From an optimization exercise on the open Yosys and OpenROAD flow, aimed at small area and a short achievable clock period; shortcuts taken in it are not production practice.
Function was not checked in any run shown here: the RTL went through the layout flow alone.
The flow treats the clock pin as an ideal source, which a real chip does not have.
Power figures rest on the tool's default switching activity, not on a simulated workload.

==> flow/design.v, too long to show whole: its modules and the start of the top module <==
// module mult_28_pipe: 948 lines
// module mult_28_pipe_cpa: 486 lines
// module mult_28_pipe_x3: 227 lines
module mult_28_pipe #(
    parameter int          LOGQ  = 28,
    parameter int unsigned PRIME = 32'h0FFF_0001,
    parameter int          TAGW  = 8
) (
    input  logic                CLK,
    input  logic                RSTN,
    input  logic                EN,
    input  logic                IN_VALID,
    input  logic [LOGQ-1:0]     A,
    input  logic [LOGQ-1:0]     B,
    input  logic [TAGW-1:0]     IN_TAG,
    output logic                OUT_VALID,
    output logic [2*LOGQ-1:0]   PROD,
    output logic [TAGW-1:0]     OUT_TAG,
    output logic                BUSY,
    output logic                RANGE_ERR
);
  // ...
==> flow/flow/run.sh <==
#!/bin/bash
set -euo pipefail
here=$(pwd)
# Modified copy of ORFS's synth.tcl
# The design is flattened only after extract_fa, which runs on the top module
# alone: the final carry-propagate adder (module mult_28_pipe_cpa) stays plain
# logic for ABC instead of ending in full-adder cells.
sed -e 's/synth -top $::env(DESIGN_NAME) -run fine: {\*}$synth_full_args/synth -top $::env(DESIGN_NAME) -run fine: -noabc {*}$synth_full_args/' \
    -e 's/^  synth -flatten -run :fine {\*}$synth_full_args/  synth -run :fine {*}$synth_full_args/' \
    -e 's/^  extract_fa {\*}\[dont_use_extract_fa_args\]$/  extract_fa {*}[dont_use_extract_fa_args] $::env(DESIGN_NAME)\n  flatten/' \
    "$FLOW_HOME/scripts/synth.tcl" > "$here/flow_synth.tcl"
grep -q -- '-run fine: -noabc' "$here/flow_synth.tcl"
grep -q -- '^  synth -run :fine' "$here/flow_synth.tcl"
grep -q -- 'dont_use_extract_fa_args\] $::env(DESIGN_NAME)' "$here/flow_synth.tcl"
# synth_recipe.tcl with the modified synth.tcl in place of ORFS's
sed "s#source \$::env(SCRIPTS_DIR)/synth.tcl#source $here/flow_synth.tcl#" \
    "$here/synth_recipe.tcl" > "$here/flow_synth_recipe.tcl"
grep -q "flow_synth.tcl" "$here/flow_synth_recipe.tcl"
# The platform's don't-use cells plus the weakest gate sizes (*_0, the same
# area as *_1) and the low-power clock inverters.
DONT_USE="sky130_fd_sc_hd__a2111oi_0 sky130_fd_sc_hd__a21boi_0 sky130_fd_sc_hd__and2_0 sky130_fd_sc_hd__o21ai_0 sky130_fd_sc_hd__o311ai_0 sky130_fd_sc_hd__or2_0 sky130_fd_sc_hd__clkinvlp_2 sky130_fd_sc_hd__clkinvlp_4 sky130_fd_sc_hd__probe_p_8 sky130_fd_sc_hd__probec_p_8 sky130_fd_sc_hd__lpflow_bleeder_1 sky130_fd_sc_hd__lpflow_clkbufkapwr_1 sky130_fd_sc_hd__lpflow_clkbufkapwr_16 sky130_fd_sc_hd__lpflow_clkbufkapwr_2 sky130_fd_sc_hd__lpflow_clkbufkapwr_4 sky130_fd_sc_hd__lpflow_clkbufkapwr_8 sky130_fd_sc_hd__lpflow_clkinvkapwr_1 sky130_fd_sc_hd__lpflow_clkinvkapwr_16 sky130_fd_sc_hd__lpflow_clkinvkapwr_2 sky130_fd_sc_hd__lpflow_clkinvkapwr_4 sky130_fd_sc_hd__lpflow_clkinvkapwr_8 sky130_fd_sc_hd__lpflow_decapkapwr_12 sky130_fd_sc_hd__lpflow_decapkapwr_3 sky130_fd_sc_hd__lpflow_decapkapwr_4 sky130_fd_sc_hd__lpflow_decapkapwr_6 sky130_fd_sc_hd__lpflow_decapkapwr_8 sky130_fd_sc_hd__lpflow_inputiso0n_1 sky130_fd_sc_hd__lpflow_inputiso0p_1 sky130_fd_sc_hd__lpflow_inputiso1n_1 sky130_fd_sc_hd__lpflow_inputiso1p_1 sky130_fd_sc_hd__lpflow_inputisolatch_1 sky130_fd_sc_hd__lpflow_isobufsrc_1 sky130_fd_sc_hd__lpflow_isobufsrc_16 sky130_fd_sc_hd__lpflow_isobufsrc_2 sky130_fd_sc_hd__lpflow_isobufsrc_4 sky130_fd_sc_hd__lpflow_isobufsrc_8 sky130_fd_sc_hd__lpflow_isobufsrckapwr_16 sky130_fd_sc_hd__lpflow_lsbuf_lh_hl_isowell_tap_1 sky130_fd_sc_hd__lpflow_lsbuf_lh_hl_isowell_tap_2 sky130_fd_sc_hd__lpflow_lsbuf_lh_hl_isowell_tap_4 sky130_fd_sc_hd__lpflow_lsbuf_lh_isowell_4 sky130_fd_sc_hd__lpflow_lsbuf_lh_isowell_tap_1 sky130_fd_sc_hd__lpflow_lsbuf_lh_isowell_tap_2 sky130_fd_sc_hd__lpflow_lsbuf_lh_isowell_tap_4"
# standard.sh with that synthesis script
sed -e "s#SYNTH_SCRIPT=$here/synth_recipe.tcl#SYNTH_SCRIPT=$here/flow_synth_recipe.tcl#" \
    -e "s#CLKGATE_MAP_FILE= #CLKGATE_MAP_FILE= MATCH_CELL_FOOTPRINT=0 DONT_USE_CELLS='$DONT_USE' #" \
    "$here/standard.sh" > "$here/flow_standard.sh"
grep -q "flow_synth_recipe.tcl" "$here/flow_standard.sh"
grep -q "MATCH_CELL_FOOTPRINT=0" "$here/flow_standard.sh"
export BUFFER_PORTS_ARGS="-buffer_cell sky130_fd_sc_hd__buf_1"
export CTS_ARGS="-sink_clustering_enable -repair_clock_nets -dont_use_dummy_load -buf_list {sky130_fd_sc_hd__clkbuf_4}"
bash "$here/flow_standard.sh" cts > "$here/flow_make_cts.log" 2>&1
RES="$here/orfs/results/sky130hd/mult_28_pipe/base" PLATFORM_DIR="$FLOW_HOME/platforms/sky130hd" \
SKEW_CELL2=sky130_fd_sc_hd__clkdlybuf4s18_1 SKEW_CELL3=sky130_fd_sc_hd__clkdlybuf4s50_1 \
    openroad -no_init -exit "$here/flow/skew.tcl" > "$here/flow_skew.log" 2>&1
bash "$here/flow_standard.sh" > "$here/flow_make.log" 2>&1
==> flow/flow/skew.tcl <==
set R $::env(RES)
set P $::env(PLATFORM_DIR)
read_lef $P/lef/sky130_fd_sc_hd.tlef
read_lef $P/lef/sky130_fd_sc_hd_merged.lef
read_liberty $P/lib/sky130_fd_sc_hd__tt_025C_1v80.lib
read_db $R/4_cts.odb
read_sdc $R/4_cts.sdc
source $P/setRC.tcl
set_propagated_clock [all_clocks]
estimate_parasitics -placement
report_worst_slack -max
set block [ord::get_db_block]
set groups [list [list r2_q $::env(SKEW_CELL2)] [list r_p3 $::env(SKEW_CELL3)]]
set n 0
set leafnets {}
foreach net [$block getNets] {
  if {[$net getSigType] ne "CLOCK"} continue
  lappend leafnets [$net getName]
}
# Per leaf clock net and per group: if the group owns every sink of the net,
# the delay cell goes on the input of the net's leaf buffer (the leaf buffer
# still drives the sinks); otherwise the group's sinks get a clkbuf_4 of their
# own, with the delay cell on its input.
foreach nname $leafnets {
  set allpins {}
  foreach pin [get_pins -quiet -of_objects [get_nets $nname]] {
    if {[get_property $pin direction] eq "input"} { lappend allpins $pin }
  }
  set drvpin ""
  foreach pin [get_pins -quiet -of_objects [get_nets $nname]] {
    if {[get_property $pin direction] eq "output"} { set drvpin $pin }
  }
  if {$drvpin eq ""} continue
  foreach g $groups {
    lassign $g prefix cell
    if {$cell eq "none"} continue
    set pins {}
    set xs 0.0; set ys 0.0
    foreach pin $allpins {
      set pname [get_full_name $pin]
      if {[string first $prefix $pname] == 0 && [string match "*/CLK" $pname]} {
        lappend pins $pin
        set loc [sta::pin_location $pin]
        set xs [expr {$xs + 1e6 * [lindex $loc 0]}]; set ys [expr {$ys + 1e6 * [lindex $loc 1]}]
      }
    }
    if {[llength $pins] == 0} continue
    set k [llength $pins]
    set x [expr {$xs / $k}]; set y [expr {$ys / $k}]
    if {$k == [llength $allpins]} {
      # the leaf buffer's input
      set lb [get_full_name [get_cells -of_objects $drvpin]]
      set lbin [get_pins $lb/A]
      set loc [sta::pin_location $lbin]
      set innet [get_full_name [get_nets -of_objects $lbin]]
      insert_buffer -buffer_cell $cell -net $innet -load_pins [list $lbin] -location [list [expr {1e6*[lindex $loc 0]}] [expr {1e6*[lindex $loc 1]}]] -buffer_name skew_${prefix}_$n
    } else {
      insert_buffer -buffer_cell sky130_fd_sc_hd__clkbuf_4 -net $nname -load_pins $pins -location [list $x $y] -buffer_name skewb_${prefix}_$n
      set bin [get_pins skewb_${prefix}_$n/A]
      insert_buffer -buffer_cell $cell -net $nname -load_pins [list $bin] -location [list $x $y] -buffer_name skew_${prefix}_$n
    }
    incr n
  }
}
puts "skew buffers inserted: $n"
# new nets carry the clock
foreach net [$block getNets] {
  set drv [$net getFirstOutput]
  if {$drv ne "NULL" && $drv ne "" && [string match "skew_*" [[$drv getInst] getName]]} { $net setSigType CLOCK }
}
detailed_placement
check_placement
estimate_parasitics -placement
report_worst_slack -max
report_worst_slack -min
write_db $R/4_cts.odb
==> flow/standard.sh <==
#!/bin/bash
# synth_recipe.tcl (not shown) runs the flow's synth.tcl, then flattens the netlist and writes it again
# the make line also repeats each setting of config.mk as NAME=value (left out here)
make -C /OpenROAD-flow-scripts/flow DESIGN_CONFIG=/design/flow/config.mk WORK_HOME=/design/flow/orfs CLKGATE_MAP_FILE= SYNTH_SCRIPT=/design/flow/synth_recipe.tcl "${@:-finish}"
==> flow/config.mk <==
export PLATFORM = sky130hd
export DESIGN_NAME = mult_28_pipe
export DESIGN_NICKNAME = mult_28_pipe
export VERILOG_FILES = /design/flow/design.v
export SDC_FILE = /design/flow/constraint.sdc
export NUM_CORES = 4
export LEC_CHECK = 0
export ABC_AREA = 1
export CAP_MARGIN = 20
export CORE_MARGIN = 2
export CORE_UTILIZATION = 40
export SETUP_SLACK_MARGIN = 3.25
export SLEW_MARGIN = 20
==> flow/constraint.sdc <==
create_clock -name core_clock -period 6.5 [get_ports {CLK}]
set_input_delay 1.3000 -clock core_clock [delete_from_list [all_inputs] [get_ports {CLK}]]
set_output_delay 1.3000 -clock core_clock [all_outputs]
set_load 0.01 [all_outputs]
==> impl_metrics.py, run 1 <==
metrics = {
    "timing": {
        "skew_ns": 0.385,
        "setup_ws_ns": 3.34,
        "setup_viol": 0,
        "slew_violations": 0,
    },
    "detailed_routing": {
        "drc": 0,
        "wire_per_inst_um": 20.1,
        "dr.pass1.iters": 10,
        "wl_met3_um": 9890,
        "routed_wl_um": 84500,
    },
    "logic_synthesis": {
        "synth_seq_cells": 356,
        "ys_warn_count": 1,
        "synth_enable_flop_cells": 352,
        "synth_area_leaders": "edfxtp_1 (37%), fa_1 (15%), xor2_1 (9.3%)",
        "synthMuxAreaShare_pct": 0,
        "ys_types": 46,
        "synth_area_um2": 28700,
        "yosys.area_share.xor_xnor_pct": 9.93,
    },
    "final_layout": {
        "largestRegisters": "r2_q x140, r_p3 x56, a3 x30",
        "regMostFlops": "r2_q",
        "dominant-cell-class": "multi-input gates",
        "finalCoreUtilization_pct": 43.7,
        "seq_cell_count": 356,
        "drive_above_1_share_pct": 7.98,
        "final_common_cell": "nand2_1",
    },
    "floorplan": {
        "die_h_um": 272,
    },
    "clocking": {
        "cts.sinks": 356,
        "post_cts_resized": 7,
        "worstSkewPairLatency_ns": 1.29,
    },
    "worst_setup_path": {
        "reg2reg_to": "r2_q[115]",
        "r2r-start": "d_neg[4]",
        "crit_required_ns": 7.24,
        "crit_family": "adder cells",
    },
    "global_routing": {
        "met2_usage_pct": 32.4,
        "grtUsageMet3_pct": 7.02,
        "top_usage_layer": "met2",
        "grt_pass1_wl_um": 131000,
        "grt_max_degree": 164,
    },
    "place": {
        "hpwlAfterDp_um": 58500,
        "portBuffers": 134,
    },
    "power_and_ir_drop": {
        "pg_clk_mw": 1.98,
    },
    "outcome": {
        "run_status": "finished clean",
    },
}
==> inputs of run 2 (changes only) <==
--- a/flow/config.mk
+++ b/flow/config.mk
@@ -11,3 +11,3 @@
 export CORE_UTILIZATION = 40
-export SETUP_SLACK_MARGIN = 3.25
+export SETUP_SLACK_MARGIN = 3.35
 export SLEW_MARGIN = 20
==> run 2 against run 1 <==
  * Critical path depth unchanged
  * Wire length rose by 0.14%
  * Critical path type unchanged
  * Largest power group unchanged
  * Largest cell class unchanged
  * Clock skew shrank 0.00082 ns
  * Non-clock buffer count rose by 2
  * Sequential power hardly changed
  * Register-to-register slack improved by 0.04 ns
  * Total power is 0.84% higher
  * Die area unchanged
  * Final cell count barely moved
  * Flip-flop and latch count unchanged
==> impl_metrics.py, run 2 <==
metrics = {
    "outcome": {
        "run_status": "finished clean",
    },
    "floorplan": {
        "fp.dieW_um": 272,
        "initial_utilization_pct": 40.2,
        "core_region_area_um2": 71200,
        "pin_count": 135,
        "row_count": 98,
        "die_h_um": 272,
        "die_area_um2": 73800,
    },
    "logic_synthesis": {
        "synth_area_um2": 28700,
        "syn_avg_cell_area_um2": 9.15,
        "ys_warn_count": 1,
        "synth_nets": 3468,
        "ys_types": 46,
        "yosysMostFrequentCell": "nand2_1",
        "synth_top_area_share_pct": 36.9,
        "synth_enable_flop_cells": 352,
        "synth_area_leader_cell": "edfxtp_1",
        "synth_cells": 3130,
        "seq_area_frac_synth_pct": 37.2,
        "synth_seq_cells": 356,
        "synth_area_leaders": "edfxtp_1 (37%), fa_1 (15%), xor2_1 (9.3%)",
        "synth_flop_cell": "edfxtp_1",
        "async_flop_share_pct": 1.12,
        "synth_common_cells": "nand2_1 (432), edfxtp_1 (352), inv_1 (325), xor2_1 (305), o21ai_1 (290)",
    },
    "worst_hold_path": {
        "hold_path_class": "flip-flop to flip-flop",
    },
    "clocking": {
        "cts_root_buf": "clkbuf_4",
        "numCtsBuffers": 93,
        "cts.clk_slew.worst_paths_ns": 0.05,
        "worstSkewPairLatency_ns": 1.29,
        "ctsHoldBuffers": 0,
        "cts_max_level": 3,
        "cts.sinks": 356,
        "cts_tree": "yes",
        "cts_buffer_depth": 3,
    },
    "timing": {
        "skew_ns": 0.384,
        "period_share_pct": 48.0,
        "relSlewSlack_pct": 29.5,
        "whs_ns": 0.254,
        "slew_violations": 0,
        "finalSetupTns_ns": 0,
        "setup_viol": 0,
        "final_hold_viol_count": 0,
        "period_needed_ns": 3.12,
        "tightest_slew_ns": 1.06,
        "rsz0062_at_grt": "true",
        "fmax_mhz": 321,
    },
    "power_and_ir_drop": {
        "peakVddDrop_mv": 0.402,
        "p_int_mw": 9.03,
        "power.switching_mw": 7.77,
        "p_sw_share_pct": 46.3,
        "seqPwrFrac_pct": 26.0,
        "p_clk_share_pct": 11.8,
        "leakage_nw": 12.7,
        "powerDensity_nw_per_um2": 538,
        "pwr-share-comb_pct": 62.2,
    },
    "detailed_routing": {
        "wire_per_inst_um": 20.2,
        "viasPerCell": 5.62,
        "drc": 0,
        "ant_nets": 0,
        "dr.pass1.iters": 9,
        "routed_wl_um": 84600,
        "vias": 23600,
        "drt_iter0_drc": 2959,
    },
    "final_layout": {
        "nNetsFinal": 3587,
        "final_common_cell": "nand2_1",
        "drive_above_1_share_pct": 9.18,
        "nFillCells": 6945,
        "largestRegisters": "r2_q x140, r_p3 x56, a3 x30",
        "regMostFlops": "r2_q",
        "largest_reg_flops": 140,
        "syn2layout_area_growth_pct": 8.99,
        "mostFrequentLayoutCells": "nand2_1 (424), edfxtp_1 (352), inv_1 (314), xor2_1 (304), o21ai_1 (289)",
    },
    "global_routing": {
        "grt_use_total_pct": 22.5,
        "grtUsageMet3_pct": 7.00,
        "grt_pass1_vias": 22800,
        "grt_pass1_wl_um": 130000,
        "met2_usage_pct": 32.4,
        "grt_max_degree": 164,
        "globalRouteOverflowTotal": 0,
        "top_usage_layer": "met2",
        "antenna_found_initial": 1,
        "grt.met1_usage_pct": 31.0,
    },
    "worst_setup_path": {
        "crit_chain": "buf_6 -> a21oi_1 -> o21ai_1 -> xor2_1 -> fa_1 -> fa_1 -> fa_1",
        "endpoint_kind": "flip-flop",
        "startpoint_type": "flip-flop",
        "crit_path_frequent_cell": "fa_1",
        "path_class": "flip-flop to flip-flop",
        "crit_path_top_delay_cell": "edfxtp_1",
        "crit_family": "adder cells",
        "crit_required_ns": 7.19,
        "slowest_delay_ns": 0.85,
        "cp_max_fo": 16,
        "crit_buf_inv": 1,
        "worstPathArrival_ns": 3.81,
        "r2r_setup_slack_ns": 3.38,
    },
    "place": {
        "hpwlAfterDp_um": 58500,
        "gp_congestion": 0.941,
        "portBuffers": 134,
    },
    "flow_run": {
        "maxCapViolations": 0,
    },
}
run 2: logic make-up (layout without fill, tap and decap cells):
| kind of cell | count (synthesis) | count (layout) | synth area share, % |
|---|---|---|---|
| xor gates and xnor gates | 324 | 324 | 9.93 |
| other | 0 | 1 | 0 |
| buffers and inverters | 557 | 673 | 7.48 |
| adders and majority gates | 270 | 270 | 17.3 |
| and+or+nand+nor | 721 | 722 | 10.6 |
| AOI/OAI and AO/OA | 902 | 902 | 17.5 |
| DFF | 356 | 356 | 37.2 |
run 2: cell type report:
cell class	instances	area (um^2)	area share, %
Multi-Input combinational cell	2218	16000	51.1
Sequential cell	356	10700	34.2
Inverter	356	1350	4.33
Clock buffer	150	1220	3.89
Tap cell	950	1190	3.81
Timing Repair Buffer	167	827	2.65
Antenna cell	1	2.50	0.00801
run 2: per-stage QoR:
| stage | power, mW | worst slack (ns) | utilization (%) | instance area, um^2 | std cells |
|---|---|---|---|---|---|
| 6_report | 16.8 | 3.38 | 43.8 | 31200 | 4198 |
| 5_1_grt | 18.5 | 3.26 | 43.8 | 31200 | 4198 |
| 4_1_cts | 15.5 | 3.32 | 42.8 | 30500 | 4129 |
| 3_5_place_dp | 13.9 | 2.89 | 41.7 | 29700 | 4033 |
| 3_3_place_gp | 13.8 | 2.94 | 41.7 | 29700 | 4033 |
| 2_1_floorplan | 11.6 | 3.52 | - | 28700 | 3130 |
run 2: metal layers:
metal / share of wire, % / wire length (um)
met3: 12 / 10300
met4: 3.7 / 3170
met1: 42 / 35500
met2: 42 / 35700
met5: 0 / 0
run 2: final timing paths:
path	start	cells after the start	end
setup / recovery	d_m3[2]	7	r2_q[29]
hold / removal	r2_q[139]	2	r_p3[55]
setup reg to reg	d_m3[2]	7	r2_q[29]
hold reg to reg	r2_q[139]	2	r_p3[55]
max in group asynchronous	RSTN	1	r_v1
min in group asynchronous	RSTN	1	r_range_err
run 2: timing repair:
action | CTS | global route
buffers inserted | 3 | 10
gates resized for setup | 36 | 58
pin swaps | 0 | 5
setup endpoints to repair | 94 | 31
cloned | 0 | 1
run 2: worst min-delay path, cell delays in order, from the launching register on:
cell and delay (ns):
edfxtp_1 0.34, nand3_1 0.08, nand2_1 0.07
run 2: power groups by stage:
stage	Sequential [mW]	Clock (mW)	Combinational, mW
final	4.37	1.98	10.4
after global placement	4.40	0	9.36
after CTS	4.36	1.52	9.62
after global routing	4.43	2.19	11.9
after detailed placement	4.42	0	9.53
after floorplan	4.25	0	7.37

## port drivers added, routing unchanged
No port has a modelled driver above. Below, the same layouts with a new extraction and two added sets of constraints. Step 1, drivers: a clkbuf_16 drives CLK and a buf_2 each remaining input, both assumed. Step 2, shift: input delay + t, output delay - t, t = (earliest + latest rising clock arrival at the registers) / 2. This alone moves slack from input paths to output paths. a / b / c = ideal ports / drivers / drivers and shift; a / b = the first two.
| run | t, ns | setup WS [ns] | clock arrival spread, ns | worst slew at a driven data input, ns | pins driven straight from the clock port |
|---|---|---|---|---|---|
| run 1 | 1.085 | 3.343 / 3.335 / 2.816 | 0.521 / 0.520 | 0.07 | 1 |
| run 2 | 1.085 | 3.383 / 3.334 / 2.827 | 0.519 / 0.519 | 0.07 | 1 |
Clock arrivals are far apart in run 1 and run 2, so t is only a midpoint there and step 2 fits no single register. The setup slack of run 2, which loses most, moves by -0.049 ns with the drivers and by -0.556 ns with both steps.
